Context: an optimization exercise on an open-source flow, tuned for small area, a short achievable clock period and few clock cycles per item. The choices shown serve that exercise and are no tape-out recipe. At most, simulation tests tie the RTL to the original design; equivalence was not proved.

## md_iter_unit
module md_iter_unit #(
  parameter int unsigned WIDTH = 32
) (
  input  logic             clk,
  input  logic             rst_n,
  input  logic             start,
  input  logic [2:0]       funct3,
  input  logic [WIDTH-1:0] op1,
  input  logic [WIDTH-1:0] op2,
  input  logic             flush,
  output logic             busy,
  output logic             done,
  output logic [WIDTH-1:0] result,
  output logic             zero
);
clock: 10.5 ns
lec_check: 0
cap_margin: 20
core_margin: 2
core_utilization: 40
place_density: 0.6
slew_margin: 20
standard.sh (not shown) runs the stock make flow with config.mk's settings and CLKGATE_MAP_FILE= SYNTH_SCRIPT=/design/flow/synth_recipe.tcl, a recipe that flattens the netlist after the stock synthesis.
==> flow/flow/run.sh <==
#!/bin/bash
# Standard ORFS layout with two changes in how it is made (clock, constraints and steps stay
# the design's): port buffers use buf_2 rather than the cell buffer_ports picks by default,
# and repair_timing is asked to leave the setup margin in flow/margin.txt.
set -euo pipefail
MARGIN=$(cat flow/margin.txt)
bash standard.sh SETUP_SLACK_MARGIN=$MARGIN \
  "BUFFER_PORTS_ARGS=-buffer_cell sky130_fd_sc_hd__buf_2" finish > flow_standard.log 2>&1
==> flow/flow/margin.txt <==
6.0
Next try:
==> flow/flow/margin.txt (replaced) <==
5.5
Effect: The changed run completed with no timing, DRC or antenna violations; cell count drops by 3.1%; die area does not change; wire length drops by 4.3%; global-route usage drops by 0.79 points; first-iteration DRC count drops by 1.9%; sequential share of layout area climbs by 1.2 points; non-clock buffer count drops by 115.
No run of this note included a check of the RTL's function; only the layout flow was run.

---

== JK ==
The RTL this note starts from:
==> flow/design.v <==
module md_iter_unit #(
  parameter int unsigned WIDTH = 32
) (
  input  logic             clk,
  input  logic             rst_n,
  input  logic             start,
  input  logic [2:0]       funct3,
  input  logic [WIDTH-1:0] op1,
  input  logic [WIDTH-1:0] op2,
  input  logic             flush,
  output logic             busy,
  output logic             done,
  output logic [WIDTH-1:0] result,
  output logic             zero
);
  typedef enum logic [2:0] {
    StIdle = 3'd0,
    StPrep = 3'd1,
    StMul  = 3'd2,
    StDiv  = 3'd3,
    StFix  = 3'd4,
    StDone = 3'd5,
    StMfix = 3'd6
  } state_e;
  state_e      state_q, state_d;
  logic [31:0] xr_q, xr_d;       
  logic [35:0] yr_q, yr_d;       
  logic [63:0] acc_q, acc_d;     
  logic [2:0]  f_q, f_d;         
  logic [5:0]  cnt_q, cnt_d;     
  logic        sx_q, sx_d;       
  logic        sy_q, sy_d;       
  logic [5:0]  wx_q, wx_d;       
  logic [5:0]  wy_q, wy_d;
  logic [5:0]  ex_q, ex_d;       
  logic [5:0]  ey_q, ey_d;
  logic        xs_q, xs_d;       
  logic        fix_q, fix_d;     
  logic [5:0]  bc_q, bc_d;       
  logic [1:0]  rsel_q, rsel_d;   
  logic [1:0]  kq_q, kq_d;       
  logic mfix_done;
  logic ready;
  logic accept;
  assign mfix_done = (state_q == StMfix) && (kq_q == 2'b00);
  assign ready     = (state_q == StIdle) || (state_q == StDone) || mfix_done;
  assign accept    = start && !flush && ready;
  function automatic logic [5:0] width32(input logic [31:0] v);
    logic [5:0] w;
    w = 6'd0;
    for (int i = 0; i < 32; i++) begin
      if (v[i]) w = 6'(i + 1);
    end
    width32 = w;
  endfunction
  function automatic logic ones_then_zeros(input logic [31:0] v);
    logic ok;
    ok = 1'b1;
    for (int i = 1; i < 32; i++) begin
      if (!v[i] && v[i-1]) ok = 1'b0;
    end
    ones_then_zeros = ok;
  endfunction
  logic sx_in, sy_in;
  always_comb begin
    if (!funct3[2]) begin
      sx_in = (funct3[1:0] != 2'b11) && op1[31];
      sy_in = !funct3[1] && op2[31];
    end else begin
      sx_in = !funct3[0] && op1[31];
      sy_in = !funct3[0] && op2[31];
    end
  end
  logic        is_mul;
  logic [6:0]  sdiv;
  logic        yzero;
  logic        swap;
  logic [5:0]  wsm;
  logic [3:0]  nstep;
  logic [32:0] mplier;
  logic [31:0] mcand;
  logic        mcand_s;
  logic [35:0] sh_in;
  logic [5:0]  sh_amt;
  logic [35:0] sh_out;
  logic [31:0] xneg;
  always_comb begin
    is_mul  = !f_q[2];
    sdiv    = {1'b0, ex_q} - {1'b0, ey_q};
    yzero   = (wy_q == 6'd0) && !sy_q;
    swap    = (wx_q < wy_q);
    wsm     = (swap ? wx_q : wy_q) + 6'd1;   
    nstep   = 4'((wsm + 6'd3) >> 2);         
    mplier  = swap ? {sx_q, xr_q} : {sy_q, yr_q[31:0]};
    mcand   = swap ? yr_q[31:0] : xr_q;
    mcand_s = swap ? sy_q : sx_q;
    if (is_mul) begin
      sh_in  = {{3{mplier[32]}}, mplier};
      sh_amt = 6'd36 - {nstep, 2'b00};
    end else begin
      sh_in  = {{4{sy_q}}, yr_q[31:0]};
      sh_amt = sdiv[5:0];
    end
    sh_out = sh_in << sh_amt;
    neg_in = (rsel_q == 2'd1) ? acc_q[31:0] : xr_q;
    xneg   = ~neg_in + 32'd1;
  end
  function automatic logic [2:0] booth_dec(input logic [2:0] bd);
    logic z, two, neg;
    z   = (bd == 3'b000) || (bd == 3'b111);
    two = (bd == 3'b011) || (bd == 3'b100);
    neg = bd[2] && !z;
    booth_dec = {z, two, neg};
  endfunction
  function automatic logic [34:0] booth_pp(input logic [2:0] bc, input logic [32:0] x);
    logic [33:0] mag;
    if (bc[2])      mag = 34'd0;
    else if (bc[1]) mag = {x, 1'b0};
    else            mag = {x[32], x};
    booth_pp = {bc[0], bc[0] ? ~mag : mag};
  endfunction
  logic [34:0] pph, ppl;
  logic [37:0] t1, t2, t3, csa_s, csa_c;
  logic [37:0] sum_low;
  logic [27:0] up_add, up_in, up_t, up_inc;
  logic        up_run;
  logic [63:0] acc_mul;
  always_comb begin
    pph     = booth_pp(bc_q[5:3], {xs_q, xr_q});
    ppl     = booth_pp(bc_q[2:0], {xs_q, xr_q});
    t1      = {2'b00, acc_q[31:0], 1'b0, pph[34], 1'b0, ppl[34]};
    t2      = {{2{pph[33]}}, pph[33:0], 2'b00};
    t3      = {{4{ppl[33]}}, ppl[33:0]};
    csa_s   = t1 ^ t2 ^ t3;
    csa_c   = {((t1[36:0] & t2[36:0]) | (t1[36:0] & t3[36:0]) | (t2[36:0] & t3[36:0])), 1'b0};
    sum_low = csa_s + csa_c;
    up_in  = (state_q == StMfix) ? acc_q[63:36] : {acc_q[59:36], {4{!kq_q[1]}}};
    up_t   = kq_q[1] ? ~up_in : up_in;
    up_run = 1'b1;
    for (int i = 0; i < 28; i++) begin
      up_inc[i] = up_in[i] ^ (up_run && (kq_q != 2'b00));
      up_run    = up_run && up_t[i];
    end
    up_add = (state_q == StMfix) ? up_inc : {up_inc[27:4], acc_q[35:32]};
    acc_mul = {up_add, sum_low[35:0]};
  end
  logic [33:0] trial;
  logic        q_bit;
  logic [31:0] rem_next;
  logic [31:0] quo_next;
  logic [31:0] neg_in;
  always_comb begin
    trial    = {2'b00, xr_q} + (sy_q ? yr_q[33:0] : ~yr_q[33:0]) + 34'(!sy_q);
    q_bit    = !trial[33];
    rem_next = q_bit ? trial[31:0] : xr_q;
    quo_next = {acc_q[30:0], q_bit};
  end
  always_comb begin
    state_d = state_q;
    xr_d    = xr_q;
    yr_d    = {yr_q[31:0], 4'b0000};
    acc_d   = acc_mul;
    cnt_d   = cnt_q - 6'd1;
    sy_d    = sy_q;
    xs_d    = xs_q;
    fix_d   = fix_q;
    bc_d    = {booth_dec(yr_q[31:29]), booth_dec(yr_q[29:27])};
    rsel_d  = rsel_q;
    kq_d    = sum_low[37:36];
    f_d     = funct3;
    sx_d    = sx_in;
    wx_d    = (op1[31] && !sx_in) ? 6'd32 : width32(op1 ^ {32{op1[31]}});
    wy_d    = (op2[31] && !sy_in) ? 6'd32 : width32(op2 ^ {32{op2[31]}});
    ex_d    = wx_d + 6'(sx_in && ones_then_zeros(op1));
    ey_d    = wy_d + 6'(sy_in && ones_then_zeros(op2));
    unique case (state_q)
      StPrep: begin
        if (is_mul) begin
          xr_d    = mcand;
          xs_d    = mcand_s;
          yr_d    = sh_out;
          bc_d    = {booth_dec(sh_out[35:33]), booth_dec(sh_out[33:31])};
          acc_d   = 64'd0;
          kq_d    = 2'b00;
          cnt_d   = 6'(nstep) - 6'd1;
          rsel_d  = (f_q[1:0] == 2'b00) ? 2'd1 : 2'd2;
          state_d = StMul;
        end else if (yzero || sdiv[6]) begin
          acc_d   = {32'd0, {32{yzero}}};
          rsel_d  = f_q[1] ? 2'd0 : 2'd1;
          state_d = StDone;
        end else begin
          xr_d    = sx_q ? xneg : xr_q;
          yr_d    = sh_out;
          acc_d   = 64'd0;
          cnt_d   = sdiv[5:0];
          fix_d   = f_q[1] ? sx_q : (sx_q ^ sy_q);
          rsel_d  = f_q[1] ? 2'd0 : 2'd1;
          state_d = StDiv;
        end
      end
      StMul: begin
        if (cnt_q == 6'd0) begin
          state_d = rsel_q[1] ? StMfix : StDone;
        end
      end
      StMfix: begin
        acc_d   = {up_add, acc_q[35:0]};
        state_d = StDone;
      end
      StDiv: begin
        acc_d = {32'd0, quo_next};
        xr_d  = rem_next;
        yr_d  = {yr_q[35], yr_q[35:1]};
        if (cnt_q == 6'd0) begin
          state_d = fix_q ? StFix : StDone;
        end
      end
      StFix: begin
        xr_d    = xneg;
        rsel_d  = 2'd0;
        state_d = StDone;
      end
      default: begin
        state_d = StIdle;
      end
    endcase
    if (!ready) begin
      if (flush) state_d = StIdle;
    end
    if (ready) begin
      xr_d    = op1;
      yr_d    = {4'b0000, op2};
      sy_d    = sy_in;
      rsel_d  = 2'd0;
      state_d = accept ? StPrep : StIdle;
    end
  end
  always_ff @(posedge clk or negedge rst_n) begin
    if (!rst_n) begin
      state_q <= StIdle;
    end else begin
      state_q <= state_d;
    end
  end
  always_ff @(posedge clk) begin
    xr_q  <= xr_d;
    yr_q  <= yr_d;
    acc_q <= acc_d;
    f_q   <= f_d;
    cnt_q <= cnt_d;
    sx_q  <= sx_d;
    sy_q  <= sy_d;
    wx_q  <= wx_d;
    wy_q  <= wy_d;
    ex_q  <= ex_d;
    ey_q  <= ey_d;
    xs_q  <= xs_d;
    kq_q  <= kq_d;
    fix_q <= fix_d;
    bc_q  <= bc_d;
    rsel_q <= rsel_d;
  end
  always_comb begin
    busy   = !ready;
    done   = (state_q == StDone) || mfix_done;
    if (rsel_q[0]) begin
      result = acc_q[31:0];
      zero   = (acc_q[31:0] == 32'd0);
    end else if (rsel_q[1]) begin
      result = acc_q[63:32];
      zero   = (acc_q[63:32] == 32'd0);
    end else begin
      result = xr_q;
      zero   = (xr_q == 32'd0);
    end
  end
endmodule
==> flow/config.mk <==
export PLATFORM = sky130hd
export DESIGN_NAME = md_iter_unit
export DESIGN_NICKNAME = md_iter_unit
export VERILOG_FILES = /design/flow/design.v
export SDC_FILE = /design/flow/constraint.sdc
export NUM_CORES = 4
export LEC_CHECK = 0
export CAP_MARGIN = 10
export CORE_MARGIN = 2
export CORE_UTILIZATION = 40
export PLACE_DENSITY = 0.6
export SLEW_MARGIN = 10
==> flow/constraint.sdc <==
create_clock -name core_clock -period 10.5 [get_ports {clk}]
set_input_delay 2.1000 -clock core_clock [delete_from_list [all_inputs] [get_ports {clk}]]
set_output_delay 2.1000 -clock core_clock [all_outputs]
set_load 0.01 [all_outputs]
==> flow/flow/margin.txt <==
6.0
Scripts as last shown in full above: flow/flow/run.sh
Testbench counts of JK, summed over its fixed seeds: cycles 160,991, items 24,000.
diff inputs: JK => PW
==> flow/flow/margin.txt <==
5.5
diff --git a/flow/config.mk b/flow/config.mk
--- a/flow/config.mk
+++ b/flow/config.mk
@@ -10,0 +11,2 @@
+export CTS_BUF_LIST = sky130_fd_sc_hd__clkbuf_8
+export CTS_CLUSTER_SIZE = 20
Findings:
- Per the final summary, PW finished and its layout is clean on timing, DRC and antenna.
- Compare PW and JK | arrival time at the worst endpoint higher: PW
- Comparing PW and JK, sequential share of layout area is higher on PW.
- ~same setup TNS after final layout in PW and JK
- Design area in PW is 7.9% below JK.

---

rev 12:
Another version of the RTL of md_iter_unit (not shown whole).
For scale: roughly 110 I/O pins, roughly 23,000 um^2 of cells after synthesis.
Design md_iter_unit, start of the top module:
module md_iter_unit #(
  parameter int unsigned WIDTH = 32
) (
  input  logic             clk,
  input  logic             rst_n,
  input  logic             start,
  input  logic [2:0]       funct3,
  input  logic [WIDTH-1:0] op1,
  input  logic [WIDTH-1:0] op2,
  input  logic             flush,
  output logic             busy,
  output logic             done,
  output logic [WIDTH-1:0] result,
  output logic             zero
);
  typedef enum logic [2:0] {
    StIdle = 3'd0,
    StPrep = 3'd1,
    StMul  = 3'd2,
    StDiv  = 3'd3,
    StFix  = 3'd4,
    StDone = 3'd5
  } state_e;
  state_e      state_q, state_d;
  logic [31:0] xr_q, xr_d;       
  logic [35:0] yr_q, yr_d;       
  logic [63:0] acc_q, acc_d;     
  logic [2:0]  f_q, f_d;         
  logic [5:0]  cnt_q, cnt_d;     
  logic        sx_q, sx_d;       
  logic        sy_q, sy_d;       
  logic [5:0]  wx_q, wx_d;       
  logic [5:0]  wy_q, wy_d;
  logic        mx_q, mx_d;       
  logic        my_q, my_d;
  logic        xs_q, xs_d;       
  logic        fix_q, fix_d;     
  logic accept;
  assign accept = start && !flush && (state_q == StIdle || state_q == StDone);
  function automatic logic [5:0] width32(input logic [31:0] v);
    logic [5:0] w;
    w = 6'd0;
  ...
Settings: LEC_CHECK=0, CAP_MARGIN=20, CORE_MARGIN=2, CORE_UTILIZATION=40, PLACE_DENSITY=0.6, SETUP_SLACK_MARGIN=5, SLEW_MARGIN=20; clock period 10.5 ns.
run.sh (not shown) runs the stock make flow with config.mk's settings and CLKGATE_MAP_FILE= SYNTH_SCRIPT=/design/flow/synth_recipe.tcl, a recipe that flattens the netlist after the stock synthesis.
Stock flow here: none of the scripts above is used.
Testbench counts of rev 12, summed over its fixed seeds: cycles 160,242, items 24,000.
#### Input delta (rev 13 over rev 12)
Settings: SETUP_SLACK_MARGIN no longer set, was 5.
## What came out
Global-route usage (higher): rev 13
Summary of the comparison: final routed wire length divided by cell count is higher in rev 13, relative to rev 12.
When rev 13 is set beside rev 12, its final wirelength turns out to be 2.2 mm larger.
When rev 13 is measured against rev 12, its total stage count of the critical path turns out 9 higher.
| sequential share of layout area | higher: rev 13 |
The top layer reached by signal wires comes out met4 in one run and met5 in the other, namely in rev 12 and rev 13 respectively.

---

Another version of the RTL of md_iter_unit (not shown whole).
Size in the first run: roughly 110 I/O pins.
==> flow/config.mk <==
export PLATFORM = sky130hd
export DESIGN_NAME = md_iter_unit
export DESIGN_NICKNAME = md_iter_unit
export VERILOG_FILES = /design/flow/design.v
export SDC_FILE = /design/flow/constraint.sdc
export NUM_CORES = 4
export LEC_CHECK = 0
export CAP_MARGIN = 20
export CORE_MARGIN = 2
export CORE_UTILIZATION = 60
export PLACE_DENSITY = 0.75
export SLEW_MARGIN = 20
==> flow/constraint.sdc <==
create_clock -name core_clock -period 10.5 [get_ports {clk}]
set_input_delay 2.1000 -clock core_clock [delete_from_list [all_inputs] [get_ports {clk}]]
set_output_delay 2.1000 -clock core_clock [all_outputs]
set_load 0.01 [all_outputs]
standard.sh (not shown) runs the stock make flow with config.mk's settings and CLKGATE_MAP_FILE= SYNTH_SCRIPT=/design/flow/synth_recipe.tcl, a recipe that flattens the netlist after the stock synthesis.
==> flow/flow/margin.txt <==
5.5
Scripts as last shown in full above: flow/flow/run.sh
Testbench counts at the start, summed over its fixed seeds: cycles 160,991, items 24,000.
Next try:
- CAP_MARGIN: 20 -> 10
- CORE_UTILIZATION: 60 -> 40
- CTS_BUF_LIST: default -> sky130_fd_sc_hd__clkbuf_8
- CTS_CLUSTER_SIZE: default -> 20
- PLACE_DENSITY: 0.75 -> 0.6
- SLEW_MARGIN: 20 -> 10
The new run completed with no timing, DRC or antenna violations; global-route usage decreases by 13 points; critical path depth came out lower by 2; synthesized area stays the same; wire length went up by a few percent; count of clock-buffer cells in the layout falls by 2; design area grows slightly; sequential cell count does not change; worst setup slack is better by 0.10 ns; utilization fell by 21 points.
Next try:
==> flow/flow/run.sh (replaced) <==
#!/bin/bash
# Standard ORFS layout, with repair_timing asked to leave more setup slack than config.mk
# settings allow (the clock and all constraints stay the design's).
set -euo pipefail
MARGIN=$(cat flow/margin.txt)
bash standard.sh SETUP_SLACK_MARGIN=$MARGIN finish > flow_standard.log 2>&1
- CAP_MARGIN: 10 -> 20
- CTS_BUF_LIST: sky130_fd_sc_hd__clkbuf_8 -> default
- CTS_CLUSTER_SIZE: 20 -> default
- SLEW_MARGIN: 10 -> 20
Result:
- sequential share of layout area decreases by 0.46 points
- core utilization increases by 1.2 points
- wire length increases by 2.7%
- synthesized cell count is unchanged
- non-clock buffer count decreases by 19
- critical path depth decreases by 2
- via count increases by 1.2%
- worst setup slack gets worse by 0.22 ns
- synthesized area is unchanged
- cell area increases by 2.6%

-- re-timing with driven ports --
In the flow no input, the clock included, has a driving cell. The finished layouts below were timed again as built, in two steps.
Step 1: set_driving_cell puts a clkbuf_16 on clk and a buf_2 on each other input, an assumption about the parent block.
Step 2, shift: input delay + t, output delay - t, t = (earliest + latest rising clock arrival at the registers) / 2. This alone moves slack from input paths to output paths.
Slacks: ideal / step 1 / step 2; pairs: ideal / step 1.
| run | t (ns) | setup slack, ns | slew at the worst register clock pin (ns) | pins driven straight from the clock port |
|---|---|---|---|---|
| the first run of note 1 | 0.560 | 5.706 / 5.646 / 5.249 | 0.08 / 0.08 | 1 |
| the second run of note 1 | 0.568 | 5.535 / 5.491 / 5.094 | 0.08 / 0.08 | 1 |
| JK | 0.570 | 5.871 / 5.830 / 5.311 | 0.09 / 0.09 | 1 |
| PW | 0.653 | 5.609 / 5.609 / 5.133 | 0.12 / 0.12 | 1 |
| rev 12 | 0.564 | 4.950 / 4.885 / 4.669 | 0.08 / 0.08 | 1 |
| rev 13 | 0.569 | 3.319 / 3.319 / 3.319 | 0.09 / 0.09 | 1 |
| the first run of note 4 | 0.530 | 5.557 / 5.506 / 5.649 | 0.09 / 0.09 | 1 |
| the second run of note 4 | 0.665 | 5.662 / 5.604 / 5.701 | 0.12 / 0.12 | 1 |
| the third run of note 4 | 0.570 | 5.447 / 5.388 / 5.406 | 0.09 / 0.09 | 1 |
After both steps setup and hold are still met in every run listed. For JK, which loses most, drivers alone change the setup slack by -0.041 ns; drivers and shift together by -0.560 ns.
